Source: an optimization exercise on an open RTL-to-GDS flow (aim: small area, a short achievable clock period and few clock cycles per item). Production flows keep margins and buffers that such runs may drop.
Function was checked by simulation only, so behaviour that the tests miss may differ from the original.
Power is estimated from default activity; no workload was simulated.

$ cat flow/config.mk
export PLATFORM = sky130hd
export DESIGN_NAME = miniCpu
export DESIGN_NICKNAME = miniCpu
export VERILOG_FILES = /design/flow/design.v
export SDC_FILE = /design/flow/constraint.sdc
export NUM_CORES = 4
export LEC_CHECK = 0
export CAP_MARGIN = 20
export CORE_MARGIN = 2
export CORE_UTILIZATION = 40
export SLEW_MARGIN = 20
$ cat flow/constraint.sdc
create_clock -name core_clock -period 12.0 [get_ports {clk}]
set_input_delay 2.4000 -clock core_clock [delete_from_list [all_inputs] [get_ports {clk}]]
set_output_delay 2.4000 -clock core_clock [all_outputs]
set_load 0.01 [all_outputs]
$ cat flow/design.v
package corePkg;
        typedef struct packed {
                logic [6:0] id;
                logic [2:0] rd;
                logic [2:0] rs;
                logic [2:0] rt;
        } rForm_t;
        typedef struct packed {
                logic [6:0] id;
                logic [2:0] rd;
                logic signed [5:0] imm6;
        } iForm_t;
        typedef union packed {
                rForm_t rForm;
                iForm_t iForm;
        } instrWord_u;
        typedef enum logic [3:0] {
                ALU_ZERO = 4'd0,
                ALU_AND = 4'd1,
                ALU_ADD = 4'd2,
                ALU_SUB = 4'd3,
                ALU_OR = 4'd4,
                ALU_XOR = 4'd5,
                ALU_NOT = 4'd6,
                ALU_NAND = 4'd7,
                ALU_NOR = 4'd8,
                ALU_XNOR = 4'd9,
                ALU_SLT = 4'd10,
                ALU_NEG = 4'd11,
                ALU_PASSB = 4'd12,
                ALU_MUL = 4'd13,
                ALU_PASSA = 4'd14
        } aluOp_e;
        typedef enum logic [3:0] {
                SH_NONE = 4'd0,
                SH_SLL = 4'd2,
                SH_SRL = 4'd3,
                SH_SRA = 4'd4,
                SH_ROL = 4'd5
        } shiftOp_e;
        typedef struct packed {
                aluOp_e aluOp;
                shiftOp_e bsOp;
                logic useImm;
                logic [2:0] rbMode;
                logic enable;
                logic clearRegs;
        } ctrlBundle_t;
endpackage
`timescale 1ns/1ps
module controlCore (
        input  logic [6:0] id,
        output corePkg::ctrlBundle_t ctrl
);
        always_comb begin
                ctrl.aluOp = corePkg::ALU_PASSB;
                ctrl.bsOp = corePkg::SH_NONE;
                ctrl.useImm = 1'b0;
                ctrl.rbMode = 3'd1;
                ctrl.enable = 1'b1;
                ctrl.clearRegs = 1'b0;
                case (id)
                        7'd1: begin
                                ctrl.bsOp = corePkg::SH_SRL;
                                ctrl.useImm = 1'b1;
                        end
                        7'd2: begin
                                ctrl.bsOp = corePkg::SH_SRA;
                                ctrl.useImm = 1'b1;
                        end
                        7'd3: begin
                                ctrl.bsOp = corePkg::SH_SLL;
                                ctrl.useImm = 1'b1;
                        end
                        7'd4, 7'd23: begin
                                ctrl.aluOp = corePkg::ALU_ADD;
                        end
                        7'd5, 7'd22: begin
                                ctrl.aluOp = corePkg::ALU_XOR;
                        end
                        7'd6, 7'd10: begin
                                ctrl.aluOp = corePkg::ALU_ADD;
                                ctrl.useImm = 1'b1;
                        end
                        7'd7, 7'd9, 7'd11: begin
                                ctrl.aluOp = corePkg::ALU_XOR;
                                ctrl.useImm = 1'b1;
                        end
                        7'd8: begin
                                ctrl.useImm = 1'b1;
                        end
                        7'd12: ctrl.aluOp = corePkg::ALU_SUB;
                        7'd13: ctrl.aluOp = corePkg::ALU_MUL;
                        7'd14: ctrl.bsOp = corePkg::SH_SRL;
                        7'd15: ctrl.bsOp = corePkg::SH_SRA;
                        7'd16: ctrl.bsOp = corePkg::SH_SLL;
                        7'd17: ctrl.aluOp = corePkg::ALU_AND;
                        7'd18: ctrl.aluOp = corePkg::ALU_NOR;
                        7'd19: ctrl.bsOp = corePkg::SH_ROL;
                        7'd20: ctrl.aluOp = corePkg::ALU_PASSA;
                        7'd21: ctrl.aluOp = corePkg::ALU_NOT;
                        7'd24: ctrl.aluOp = corePkg::ALU_NAND;
                        7'd25: ctrl.aluOp = corePkg::ALU_XNOR;
                        7'd26: ctrl.aluOp = corePkg::ALU_OR;
                        7'd34: ctrl.aluOp = corePkg::ALU_SLT;
                        7'd65: ctrl.aluOp = corePkg::ALU_NEG;
                        7'd35, 7'd36, 7'd37: begin
                        end
                        7'd74: ctrl.rbMode = 3'd0;
                        7'd75: begin
                                ctrl.rbMode = 3'd0;
                                ctrl.enable = 1'b0;
                        end
                        7'd100: begin
                                ctrl.rbMode = 3'd0;
                                ctrl.clearRegs = 1'b1;
                        end
                        default: ctrl.rbMode = 3'd0;
                endcase
        end
endmodule
`timescale 1ns/1ps
module aluUnit (
        input  corePkg::aluOp_e op,
        input  logic [16-1:0] a,
        input  logic [16-1:0] b,
        output logic [16-1:0] y
);
        logic [2*16-1:0] prod;
        assign prod = a * b;
        always_comb begin
                y = '0;
                case (op)
                        corePkg::ALU_AND: y = a & b;
                        corePkg::ALU_ADD: y = a + b;
                        corePkg::ALU_SUB: y = a - b;
                        corePkg::ALU_OR: y = a | b;
                        corePkg::ALU_XOR: y = a ^ b;
                        corePkg::ALU_NOT: y = ~a;
                        corePkg::ALU_NAND: y = ~(a & b);
                        corePkg::ALU_NOR: y = ~(a | b);
                        corePkg::ALU_XNOR: y = ~(a ^ b);
                        corePkg::ALU_SLT: y[0] = $signed(a) < $signed(b);
                        corePkg::ALU_NEG: y = -b;
                        corePkg::ALU_PASSB: y = b;
                        corePkg::ALU_MUL: y = prod[16-1:0];
                        corePkg::ALU_PASSA: y = a;
                        default: y = '0;
                endcase
        end
endmodule
`timescale 1ns/1ps
module barrelShift (
        input  corePkg::shiftOp_e op,
        input  logic [16-1:0] a,
        input  logic [16-1:0] b,
        output logic [16-1:0] y
);
        localparam int amtW = $clog2(16);
        logic [amtW-1:0] amt;
        logic [2*16-1:0] rotWide;
        assign amt = b[amtW-1:0];
        assign rotWide = {a, a} << amt;
        always_comb begin
                case (op)
                        corePkg::SH_SLL: y = a << amt;
                        corePkg::SH_SRL: y = a >> amt;
                        corePkg::SH_SRA: y = $signed(a) >>> amt;
                        corePkg::SH_ROL: y = rotWide[2*16-1:16];
                        default: y = '0;
                endcase
        end
endmodule
`timescale 1ns/1ps
module regBank (
        input  logic clk,
        input  logic rstN,
        input  logic we,
        input  logic clear,
        input  logic [$clog2(8)-1:0] wAddr,
        input  logic [16-1:0] wData,
        input  logic [$clog2(8)-1:0] rsAddr,
        input  logic [$clog2(8)-1:0] rtAddr,
        output logic [16-1:0] rsData,
        output logic [16-1:0] rtData,
        input  logic [$clog2(8)-1:0] hostAddr,
        output logic [16-1:0] hostData
);
        logic [16-1:0] regs [8];
        always_ff @(posedge clk) begin
                if (!rstN) begin
                        for (int i = 0; i < 8; i++) begin
                                regs[i] <= '0;
                        end
                end else if (clear) begin
                        for (int i = 0; i < 8; i++) begin
                                regs[i] <= '0;
                        end
                end else if (we) begin
                        regs[wAddr] <= wData;
                end
        end
        assign rsData = regs[rsAddr];
        assign rtData = regs[rtAddr];
        assign hostData = regs[hostAddr];
endmodule
`timescale 1ns/1ps
module hostPort (
        input  logic clk,
        input  logic rstN,
        input  logic [8-1:0] awaddr,
        input  logic awvalid,
        output logic awready,
        input  logic [32-1:0] wdata,
        input  logic wvalid,
        output logic wready,
        output logic [1:0] bresp,
        output logic bvalid,
        input  logic bready,
        input  logic [8-1:0] araddr,
        input  logic arvalid,
        output logic arready,
        output logic [32-1:0] rdata,
        output logic [1:0] rresp,
        output logic rvalid,
        input  logic rready,
        output logic execValid,
        output corePkg::instrWord_u instr,
        input  logic haltReq,
        output logic [$clog2(8)-1:0] regAddr,
        input  logic [16-1:0] regData
);
        logic running;
        logic wrAccept, wrFire, instrHit;
        logic arFire, regHit;
        logic [8-1:0] regOffset;
        assign wrAccept = awvalid && wvalid && !awready && !bvalid && !execValid;
        assign wrFire = awvalid && awready && wvalid && wready;
        assign instrHit = (awaddr == 8'h00) && running;
        always_ff @(posedge clk) begin
                if (!rstN) begin
                        awready <= 1'b0;
                        wready <= 1'b0;
                        bvalid <= 1'b0;
                        bresp <= 2'b00;
                        execValid <= 1'b0;
                        instr <= '0;
                        running <= 1'b1;
                end else begin
                        awready <= wrAccept;
                        wready <= wrAccept;
                        execValid <= wrFire && instrHit;
                        if (wrFire && instrHit) begin
                                instr <= wdata[16-1:0];
                        end
                        if (execValid && haltReq) begin
                                running <= 1'b0;
                        end
                        if (wrFire && !instrHit) begin
                                bvalid <= 1'b1;
                                bresp <= 2'b10;
                        end else if (execValid) begin
                                bvalid <= 1'b1;
                                bresp <= 2'b00;
                        end else if (bvalid && bready) begin
                                bvalid <= 1'b0;
                        end
                end
        end
        assign arready = !rvalid;
        assign arFire = arvalid && arready;
        assign regOffset = araddr - 8'h40;
        assign regHit = (araddr >= 8'h40) && (regOffset < 4 * 8)
                        && (araddr[1:0] == 2'b00);
        assign regAddr = regOffset[$clog2(8)+1:2];
        always_ff @(posedge clk) begin
                if (!rstN) begin
                        rvalid <= 1'b0;
                end else if (arFire) begin
                        rvalid <= 1'b1;
                end else if (rvalid && rready) begin
                        rvalid <= 1'b0;
                end
        end
        always_ff @(posedge clk) begin
                if (arFire) begin
                        rdata <= '0;
                        rresp <= 2'b00;
                        if (regHit) begin
                                rdata[16-1:0] <= regData;
                        end else if (araddr == 8'h80) begin
                                rdata[0] <= running;
                        end else begin
                                rresp <= 2'b10;
                        end
                end
        end
endmodule
`timescale 1ns/1ps
module miniCpu (
        input  logic clk,
        input  logic rstN,
        input  logic [8-1:0] awaddr,
        input  logic awvalid,
        output logic awready,
        input  logic [32-1:0] wdata,
        input  logic wvalid,
        output logic wready,
        output logic [1:0] bresp,
        output logic bvalid,
        input  logic bready,
        input  logic [8-1:0] araddr,
        input  logic arvalid,
        output logic arready,
        output logic [32-1:0] rdata,
        output logic [1:0] rresp,
        output logic rvalid,
        input  logic rready
);
        corePkg::instrWord_u instr;
        corePkg::ctrlBundle_t ctrl;
        logic execValid;
        logic [$clog2(8)-1:0] hostAddr, srcAAddr;
        logic [16-1:0] hostData, rsData, rtData;
        logic [16-1:0] immExt, opB, aluY, shiftY, result;
        hostPort host (
                .clk, .rstN,
                .awaddr, .awvalid, .awready,
                .wdata, .wvalid, .wready,
                .bresp, .bvalid, .bready,
                .araddr, .arvalid, .arready,
                .rdata, .rresp, .rvalid, .rready,
                .execValid, .instr,
                .haltReq(!ctrl.enable),
                .regAddr(hostAddr),
                .regData(hostData)
        );
        controlCore decode (.id(instr.rForm.id), .ctrl);
        assign srcAAddr = ctrl.useImm ? instr.iForm.rd : instr.rForm.rs;
        assign immExt = {{(16-6){instr.iForm.imm6[5]}}, instr.iForm.imm6};
        assign opB = ctrl.useImm ? immExt : rtData;
        aluUnit alu (.op(ctrl.aluOp), .a(rsData), .b(opB), .y(aluY));
        barrelShift shifter (.op(ctrl.bsOp), .a(rsData), .b(opB), .y(shiftY));
        assign result = (ctrl.bsOp != corePkg::SH_NONE) ? shiftY : aluY;
        regBank regs (
                .clk, .rstN,
                .we(execValid && (ctrl.rbMode == 3'd1)),
                .clear(execValid && ctrl.clearRegs),
                .wAddr(instr.rForm.rd),
                .wData(result),
                .rsAddr(srcAAddr),
                .rtAddr(instr.rForm.rt),
                .rsData, .rtData,
                .hostAddr, .hostData
        );
endmodule
$ cat flow/run.sh
#!/bin/bash
# synth_recipe.tcl (not shown) runs the flow's synth.tcl, then flattens the netlist and writes it again
# the make line also repeats each setting of config.mk as NAME=value (left out here)
make -C /OpenROAD-flow-scripts/flow DESIGN_CONFIG=/design/flow/config.mk WORK_HOME=/design/flow/orfs CLKGATE_MAP_FILE= SYNTH_SCRIPT=/design/flow/synth_recipe.tcl finish
==> flow_summary.toml <==
[run_status]
status = "timing/DRC/antenna clean"

[clock_network]
root_buffer = "clkbuf_16"
cts.clk_slew.worst_paths_ns = 0.08
cts_hold_buf = 0
clock_sinks = 181
cts_max_level = 4
post_cts_resized = 0
cts_tree = "done"
numCtsBuffers = 17
cts_buffer_depth = 2
postCtsSetupRepairBufs = 0
insertion_delay_ns = 0.46

[worst_setup_path]
crit_type = "flop to flop"
critPathMostFrequentCell = "fa_1"
critical_path_arrival_ns = 9.65
worst_setup_path_end_kind = "flop"
cp_slowest_cell = "dfxtp_1"
path_cells = "clkinv_1 -> a211oi_1 -> nor2_1 -> o2111ai_1 -> nand2_1 -> nand2_1 -> fa_1 -> fa_1 -> fa_1 -> fa_1 -> inv_1 -> fa_1 -> inv_1 -> fa_1 -> inv_1 -> ha_1 -> a21o_1 -> a31oi_1 -> o21ai_0 -> xor2_1 -> nand2_1 -> o311ai_0 -> a21oi_1 -> nor2_1"
reg2regPathDepth = 24
r2r-end = "regs.regs[2][14]$_SDFFCE_PN0P_"
r2r_setup_slack_ns = 2.49
timing.rr.start = "host.instr[6]$_SDFFE_PN0P_"
crit_fanout = 20
cp.buffers_inverters = 4
cp.depth = 24
critical_path_required_ns = 12.14
critPathMaxStageDelay_ns = 0.90
critPathTopFamily = "adder cells"
startpoint_type = "flop"

[finish]
finalNonFillerCells = 2885
nNetsFinal = 2453
fillers = 4878
diodes = 0
final_layout_size_suffix_gt1_frac = 0.09815
area_delta_synth_final_pct = 8.859

[timing]
rsz0062_at_grt = "no"
setup_ws_ns = 2.490
fin_crit_sh = 0.7925
holdWs_ns = 0.4588
relSlewSlack = 0.2122
fin_crit_ns = 9.510
finalSetupTns_ns = 0
finalMaxSlewViolations = 0
fmaxAchievable_mhz = 105.2
clock_skew_ns = 0.02242
setup_viol = 0
tightest_slew_ns = 1.179
hold_viol_final = 0

[logic_synthesis]
synth_area_leaders = "edfxtp_1 (22%), fa_1 (8.2%), mux4_2 (8.0%)"
ys_types = 89
syn_area_per_cell_sq_um = 8.882
async_flop_share = 0
synth_area_sq_um = 19740
yosys_warnings = 5
synthTopCellsByCount = "nor2_1 (296), nand2_1 (195), inv_1 (184)"
synth_top_area_cell = "edfxtp_1"
synthFlopType = "edfxtp_1"
syn_inst = 2223
synth_enable_flop_cells = 145
synth_top_area_frac = 0.2205
synth_most_common_cell = "nor2_1"
ys_seq_area_frac = 0.2570
ys_ff_latch = 181

[place]
dp_hpwl_mm = 51.74
portBuffers = 61
dp_cells = 2853
pre_cts_slack_ns = 2.802
gp_congestion = 0.9744

[power_and_ir_drop]
switching_power_uw = 609.5
swShare = 0.3440
p_total_mw = 1.772
clockPowerShare = 0.321
intPower_mw = 1.162
pwr-share-seq = 0.401
power_per_cell_area_nw_per_um2 = 82.43
cellLeakagePower_nw = 8.522
combPwrFrac = 0.278
max-vdd-ir-drop_uv = 117.6

[routing]
viasPerCell = 6.237
dr.pass1.iters = 6
drtAntennaViolNets = 0
drc_errors = 0
wl_per_cell_um = 25.35
vias = 17994
wl_mm = 73.13
drt_first_iter_violations = 2434

[global_routing]
first_global_vias = 17456
grt_pass1_wl_mm = 110.2
grt_overflow = 0
track_usage = 0.2888
grt_max_degree = 55
antenna_found_initial = 0

[floorplan]
rows = 81
ioPinCount = 96
start_util = 0.4042
design.core.area_sq_um = 48850
die_w_um = 226.2
die_area_sq_um = 51150
fp.dieH_um = 226.2

[min_path]
whs_path_depth = 1
min_delay_worst_endpoint = "host.awready$_SDFF_PN0_"
hold_start = "host.bvalid$_SDFFE_PN0P_"
hp-class = "flop to flop"

[run]
max-cap-violations = 0
==> routing by layer <==
| metal | up-vias | routed length, um | track usage |
|---|---|---|---|
| li1 | 7910 | - | - |
| met1 | 8831 | 29550 | 0.3961 |
| met2 | 1070 | 33160 | 0.4500 |
| met3 | 183 | 7018 | 0.04059 |
| met4 | 0 | 3406 | 0.1360 |
| met5 | - | 0 | 0 |
==> power groups by stage <==
stage          Sequential, mW  Clock (mW)  Combinational, mW
2_1_floorplan           0.719           0              0.324
3_3_place_gp            0.722           0              0.479
3_5_place_dp            0.723           0              0.484
4_1_cts                 0.709       0.572              0.487
5_1_grt                 0.712       0.598              0.535
6_report                0.710       0.569              0.493
==> final cells by class <==
cell class / instances / area (sq um) / area share
Timing Repair Buffer: 114 / 1003 / 0.04669
Sequential cell: 181 / 5079 / 0.2363
Clock inverter: 15 / 172.7 / 0.008034
Multi-Input combinational cell: 1700 / 13250 / 0.6167
Inverter: 194 / 728.2 / 0.03388
Clock buffer: 17 / 425.4 / 0.01979
Tap cell: 664 / 830.8 / 0.03865
==> state kept, by name, summed over array words and instances, names as in the netlist, named ones only <==
name / count
host.rvalid: 1
host.instr: 16
host.rresp: 1
shifter.op: 3
host.running: 1
host.bresp: 1
host.bvalid: 1
ctrl: 4
host.execValid: 1
alu.op: 4
host.rdata: 16
host.awready: 1
regs.regs: 128
==> logic make-up after synthesis <==
family          after synthesis  share of synthesized area
other cells                   1                  0.0001899
fa+ha+maj                   190                     0.1512
mux                         206                     0.1512
simple gates                700                     0.1571
compound gates              536                     0.1819
flops                       181                     0.2570
buf+inv                     359                    0.07636
xor+xnor                     50                    0.02497
==> placed cells by master (no fill, tap or decap), types with 15 or more instances in the layout <==
| cell | n |
|---|---|
| ha_1 | 109 |
| a31oi_1 | 27 |
| edfxtp_1 | 145 |
| a211oi_1 | 40 |
| nand3_1 | 34 |
| inv_1 | 184 |
| mux2i_1 | 112 |
| o211ai_1 | 17 |
| mux4_2 | 70 |
| dfxtp_1 | 33 |
| conb_1 | 18 |
| nor3_1 | 33 |
| fa_1 | 81 |
| clkdlybuf4s50_1 | 60 |
| xnor2_1 | 38 |
| nor2_1 | 296 |
| o22ai_1 | 24 |
| buf_4 | 53 |
| clkbuf_16 | 17 |
| a21oi_1 | 130 |
| a21o_1 | 18 |
| o21ai_0 | 107 |
| mux2_2 | 20 |
| nand2_1 | 195 |
| and2_1 | 16 |
| nor2b_1 | 57 |
| a22oi_1 | 15 |
==> stage by stage <==
| step | area [sq um] | util |
|---|---|---|
| finish | 21490 | 0.4400 |
| global route | 21490 | 0.4400 |
| CTS | 21490 | 0.4400 |
| detailed placement | 20900 | 0.4277 |
| global placement | 20900 | 0.4277 |
| floorplan | 19810 | - |
==> how the worst max path moves through the flow <==
stage,startpoint,to,slack [ns]
after global routing,host.instr[6]$_SDFFE_PN0P_,regs.regs[2][14]$_SDFFCE_PN0P_,2.25
after global placement,host.instr[6]$_SDFFE_PN0P_,regs.regs[4][14]$_SDFFCE_PN0P_,2.97
after floorplan,flop,regs.regs[0][15]$_SDFFCE_PN0P_,4.21
after CTS,host.instr[3]$_SDFFE_PN0P_,regs.regs[2][14]$_SDFFCE_PN0P_,2.75
after detailed placement,host.instr[3]$_SDFFE_PN0P_,regs.regs[2][14]$_SDFFCE_PN0P_,2.80
final,host.instr[6]$_SDFFE_PN0P_,regs.regs[2][14]$_SDFFCE_PN0P_,2.49
Testbench counts, summed over its fixed seeds: cycles 23,752, items 7,326.

## separate check: timing with driven ports
No port has a modelled driver above. Below, the same layout with a new extraction and two added sets of constraints.
Step 1, drivers: a clkbuf_16 drives clk and a buf_2 each remaining input, both assumed.
Step 2 times the ports against the registers' clock, not the clock port: input delays grow and output delays shrink by t, the midpoint of the rising clock arrivals with the driver on.
a / b / c = ideal / step 1 / step 2; a / b = the first two.
shift t [ns]: 0.499
setup WS [ns]: 2.490 / 2.490 / 2.490
worst register clock-pin slew, ns: 0.09 / 0.09
pins driven straight from the clock port: 1
After both steps setup and hold are still met in this run. The setup slack of this run moves by 0.000 ns with the drivers and by 0.000 ns with both steps.
